Background: an optimization exercise with open tools, aiming at small area and a short achievable clock period. Do not read the settings as production practice. At most, simulation tests tie the RTL to the original design; equivalence was not proved. Power is estimated from default activity; no workload was simulated.

==> module dma_fifo_nand2, before the edit <==
module dma_fifo_nand2 (
  input  logic a, b,
  output logic y
);
  assign y = ~(a & b);
endmodule
==> module dma_fifo_nor2, before the edit <==
module dma_fifo_nor2 (
  input  logic a, b,
  output logic y
);
  assign y = ~(a | b);
endmodule
==> module dma_fifo, before the edit <==
module dma_fifo #(
  parameter int DATA_WIDTH = 32,
  parameter int DEPTH      = 64
) (
  input  logic                    clk,
  input  logic                    rst,
  input  logic                    flush,
  input  logic                    fifo_wen,
  input  logic [DATA_WIDTH-1:0]   fifo_wdata,
  input  logic                    fifo_rden,
  output logic [DATA_WIDTH-1:0]   fifo_rdata,
  output logic                    fifo_is_empty,
  output logic                    fifo_is_full,
  output logic [$clog2(DEPTH):0]  fifo_count,
  output logic                    ovf,
  output logic                    udf
);
  localparam int NGRP = 21;
  logic [DEPTH-1:0][DATA_WIDTH-1:0] mem_q, mem_d;
  logic [3:0]            wp0_q, wp1_q, wp2_q;
  logic [DEPTH-1:0]      rsel_q;
  logic [6:0]            count_q;
  logic                  empty_q, full_q, ovf_q, udf_q;
  logic [1:0][DATA_WIDTH-1:0] rdh_q;
  logic                  wr_acc, rd_acc, clr, wr_mem;
  logic [DEPTH-1:0]      wen, wen_n, rsel;
  logic [NGRP:0][DATA_WIDTH-1:0] grp_n;    
  logic [10:0][DATA_WIDTH-1:0]   l2;
  logic [4:0][DATA_WIDTH-1:0]    l3_n;
  logic [1:0][DATA_WIDTH-1:0]    l4;
  assign clr    = rst | flush;
  assign wr_acc = fifo_wen  & ~full_q  & ~flush;
  assign rd_acc = fifo_rden & ~empty_q & ~flush;
  assign wr_mem = fifo_wen & ~full_q;
  assign rsel = rsel_q;
  for (genvar i = 0; i < DEPTH; i++) begin : g_sel
    assign wen[i]   = wr_mem & wp0_q[i % 4] & wp1_q[(i / 4) % 4] & wp2_q[i / 16];
    assign wen_n[i] = ~wen[i];
  end
  for (genvar i = 0; i < DEPTH; i++) begin : g_row
    for (genvar j = 0; j < DATA_WIDTH; j++) begin : g_bit
      dma_fifo_hold u_hold (
        .en(wen[i]), .en_n(wen_n[i]), .d(fifo_wdata[j]), .q(mem_q[i][j]), .y(mem_d[i][j])
      );
    end
  end
  always_ff @(posedge clk) mem_q <= mem_d;
  for (genvar j = 0; j < DATA_WIDTH; j++) begin : g_rd
    for (genvar k = 0; k < NGRP; k++) begin : g_grp
      dma_fifo_aoi222 u_aoi (
        .a1(mem_q[3*k][j]),   .a2(rsel[3*k]),
        .b1(mem_q[3*k+1][j]), .b2(rsel[3*k+1]),
        .c1(mem_q[3*k+2][j]), .c2(rsel[3*k+2]),
        .y(grp_n[k][j])
      );
    end
    assign grp_n[NGRP][j] = ~(mem_q[DEPTH-1][j] & rsel[DEPTH-1]);
    for (genvar k = 0; k < 11; k++) begin : g_l2
      dma_fifo_nand2 u_l2 (.a(grp_n[2*k][j]), .b(grp_n[2*k+1][j]), .y(l2[k][j]));
    end
    for (genvar k = 0; k < 4; k++) begin : g_l3
      dma_fifo_nor2 u_l3 (.a(l2[2*k][j]), .b(l2[2*k+1][j]), .y(l3_n[k][j]));
    end
    dma_fifo_nor3 u_l3_last (.a(l2[8][j]), .b(l2[9][j]), .c(l2[10][j]), .y(l3_n[4][j]));
    dma_fifo_nand3 u_l4_0 (.a(l3_n[0][j]), .b(l3_n[1][j]), .c(l3_n[2][j]), .y(l4[0][j]));
    dma_fifo_nand2 u_l4_1 (.a(l3_n[3][j]), .b(l3_n[4][j]), .y(l4[1][j]));
  end
  always_ff @(posedge clk) begin
    if (clr) begin
      wp0_q   <= 4'b0001;
      wp1_q   <= 4'b0001;
      wp2_q   <= 4'b0001;
      rsel_q  <= {{(DEPTH-1){1'b0}}, 1'b1};
      count_q <= '0;
      empty_q <= 1'b1;
      full_q  <= 1'b0;
      ovf_q   <= 1'b0;
      udf_q   <= 1'b0;
    end else begin
      if (wr_acc) begin
        wp0_q <= {wp0_q[2:0], wp0_q[3]};
        if (wp0_q[3]) begin
          wp1_q <= {wp1_q[2:0], wp1_q[3]};
          if (wp1_q[3]) wp2_q <= {wp2_q[2:0], wp2_q[3]};
        end
      end
      if (rd_acc) rsel_q <= {rsel_q[DEPTH-2:0], rsel_q[DEPTH-1]};
      if (wr_acc & ~rd_acc) count_q <= count_q + 1'b1;
      else if (rd_acc & ~wr_acc) count_q <= count_q - 1'b1;
      empty_q <= ~wr_acc & (empty_q | (rd_acc & (count_q == 7'd1)));
      full_q  <= ~rd_acc & (full_q  | (wr_acc & (count_q == 7'd63)));
      ovf_q   <= ovf_q | (fifo_wen  & full_q);
      udf_q   <= udf_q | (fifo_rden & empty_q);
    end
  end
  always_ff @(posedge clk) begin
    if (rst)         rdh_q <= '0;
    else if (rd_acc) rdh_q <= l4;
  end
  assign fifo_rdata    = rdh_q[0] | rdh_q[1];
  assign fifo_is_empty = empty_q;
  assign fifo_is_full  = full_q;
  assign fifo_count    = count_q;
  assign ovf           = ovf_q;
  assign udf           = udf_q;
endmodule
Settings: LEC_CHECK=0, CAP_MARGIN=20, CORE_MARGIN=2, CORE_UTILIZATION=50, CTS_CLUSTER_DIAMETER=100, CTS_CLUSTER_SIZE=25, SETUP_SLACK_MARGIN=2.0, SLEW_MARGIN=20, SYNTH_HIERARCHICAL=1, SYNTH_MINIMUM_KEEP_SIZE=0; clock period 4.0 ns.
run.sh (not shown) runs the stock make flow with config.mk's settings and CLKGATE_MAP_FILE= SYNTH_SCRIPT=/design/flow/synth_recipe.tcl, a recipe that flattens the netlist after the stock synthesis.
Rerun with:
--- a/flow/design.v
+++ b/flow/design.v
@@ -10,23 +10,17 @@
 module dma_fifo_aoi222 (
   input  logic a1, a2, b1, b2, c1, c2,
   output logic y
 );
   assign y = ~((a1 & a2) | (b1 & b2) | (c1 & c2));
 endmodule
-module dma_fifo_nand2 (
-  input  logic a, b,
+module dma_fifo_nand4 (
+  input  logic a, b, c, d,
   output logic y
 );
-  assign y = ~(a & b);
-endmodule
-module dma_fifo_nor2 (
-  input  logic a, b,
-  output logic y
-);
-  assign y = ~(a | b);
+  assign y = ~(a & b & c & d);
 endmodule
 module dma_fifo_nand3 (
   input  logic a, b, c,
   output logic y
 );
   assign y = ~(a & b & c);
@@ -61,15 +55,14 @@
   logic [6:0]            count_q;
   logic                  empty_q, full_q, ovf_q, udf_q;
   logic [1:0][DATA_WIDTH-1:0] rdh_q;
   logic                  wr_acc, rd_acc, clr, wr_mem;
   logic [DEPTH-1:0]      wen, wen_n, rsel;
   logic [NGRP:0][DATA_WIDTH-1:0] grp_n;    
-  logic [10:0][DATA_WIDTH-1:0]   l2;
-  logic [4:0][DATA_WIDTH-1:0]    l3_n;
-  logic [1:0][DATA_WIDTH-1:0]    l4;
+  logic [5:0][DATA_WIDTH-1:0]    part;     
+  logic [1:0][DATA_WIDTH-1:0]    half_n;   
   assign clr    = rst | flush;
   assign wr_acc = fifo_wen  & ~full_q  & ~flush;
   assign rd_acc = fifo_rden & ~empty_q & ~flush;
   assign wr_mem = fifo_wen & ~full_q;
   assign rsel = rsel_q;
   for (genvar i = 0; i < DEPTH; i++) begin : g_sel
@@ -91,21 +84,30 @@
         .b1(mem_q[3*k+1][j]), .b2(rsel[3*k+1]),
         .c1(mem_q[3*k+2][j]), .c2(rsel[3*k+2]),
         .y(grp_n[k][j])
       );
     end
     assign grp_n[NGRP][j] = ~(mem_q[DEPTH-1][j] & rsel[DEPTH-1]);
-    for (genvar k = 0; k < 11; k++) begin : g_l2
-      dma_fifo_nand2 u_l2 (.a(grp_n[2*k][j]), .b(grp_n[2*k+1][j]), .y(l2[k][j]));
+    for (genvar k = 0; k < 4; k++) begin : g_n4
+      dma_fifo_nand4 u_n4 (
+        .a(grp_n[4*k][j]), .b(grp_n[4*k+1][j]), .c(grp_n[4*k+2][j]), .d(grp_n[4*k+3][j]),
+        .y(part[k][j])
+      );
     end
-    for (genvar k = 0; k < 4; k++) begin : g_l3
-      dma_fifo_nor2 u_l3 (.a(l2[2*k][j]), .b(l2[2*k+1][j]), .y(l3_n[k][j]));
+    for (genvar k = 0; k < 2; k++) begin : g_n3
+      dma_fifo_nand3 u_n3 (
+        .a(grp_n[16+3*k][j]), .b(grp_n[17+3*k][j]), .c(grp_n[18+3*k][j]),
+        .y(part[4+k][j])
+      );
     end
-    dma_fifo_nor3 u_l3_last (.a(l2[8][j]), .b(l2[9][j]), .c(l2[10][j]), .y(l3_n[4][j]));
-    dma_fifo_nand3 u_l4_0 (.a(l3_n[0][j]), .b(l3_n[1][j]), .c(l3_n[2][j]), .y(l4[0][j]));
-    dma_fifo_nand2 u_l4_1 (.a(l3_n[3][j]), .b(l3_n[4][j]), .y(l4[1][j]));
+    for (genvar k = 0; k < 2; k++) begin : g_o3
+      dma_fifo_nor3 u_o3 (
+        .a(part[3*k][j]), .b(part[3*k+1][j]), .c(part[3*k+2][j]),
+        .y(half_n[k][j])
+      );
+    end
   end
   always_ff @(posedge clk) begin
     if (clr) begin
       wp0_q   <= 4'b0001;
       wp1_q   <= 4'b0001;
       wp2_q   <= 4'b0001;
@@ -130,16 +132,16 @@
       full_q  <= ~rd_acc & (full_q  | (wr_acc & (count_q == 7'd63)));
       ovf_q   <= ovf_q | (fifo_wen  & full_q);
       udf_q   <= udf_q | (fifo_rden & empty_q);
     end
   end
   always_ff @(posedge clk) begin
-    if (rst)         rdh_q <= '0;
-    else if (rd_acc) rdh_q <= l4;
+    if (rst)         rdh_q <= '1;
+    else if (rd_acc) rdh_q <= half_n;
   end
-  assign fifo_rdata    = rdh_q[0] | rdh_q[1];
+  assign fifo_rdata    = ~(rdh_q[0] & rdh_q[1]);
   assign fifo_is_empty = empty_q;
   assign fifo_is_full  = full_q;
   assign fifo_count    = count_q;
   assign ovf           = ovf_q;
   assign udf           = udf_q;
 endmodule
Effect: Die area fell slightly. Area after synthesis fell slightly. Combinational power rose by a few percent. Total power is about the same. First-iteration DRC count rose by a few percent. Final cell count fell by a few percent. Critical path depth rose by 5. Sequential share of layout area rose by 0.95 points. Via count fell slightly. Utilization fell by 0.53 points. Setup slack loses 0.44 ns. Worst hold slack gains 0.022 ns.
The RTL of the second run of this note was laid out without a check of its function.

-- static timing again, ports no longer ideal --
The flow's constraints put no driver on any port. The routed layouts listed below were extracted and timed again, unchanged, in two steps.
Step 1: set_driving_cell puts a clkbuf_16 on clk and a buf_2 on each other input, an assumption about the parent block.
Step 2 moves the port delays by t, midway between the first and last clock arrival at a register: inputs arrive t later, outputs are due t later. That takes back most of the time a late clock gives input paths.
a / b / c = ideal ports / drivers / drivers and shift; a / b = the first two.
run	t (ns)	setup slack, ns	worst setup path at the end	clock arrival spread, ns	pins driven straight from the clock port
the first run	0.845	1.643 / 1.551 / 1.031	input to register	0.042 / 0.043	1
the second run	0.841	1.200 / 1.200 / 0.916	input to register	0.037 / 0.037	1
After both steps setup and hold are still met in every run listed. The setup slack of the first run, which loses most, moves by -0.092 ns with the drivers and by -0.612 ns with both steps.
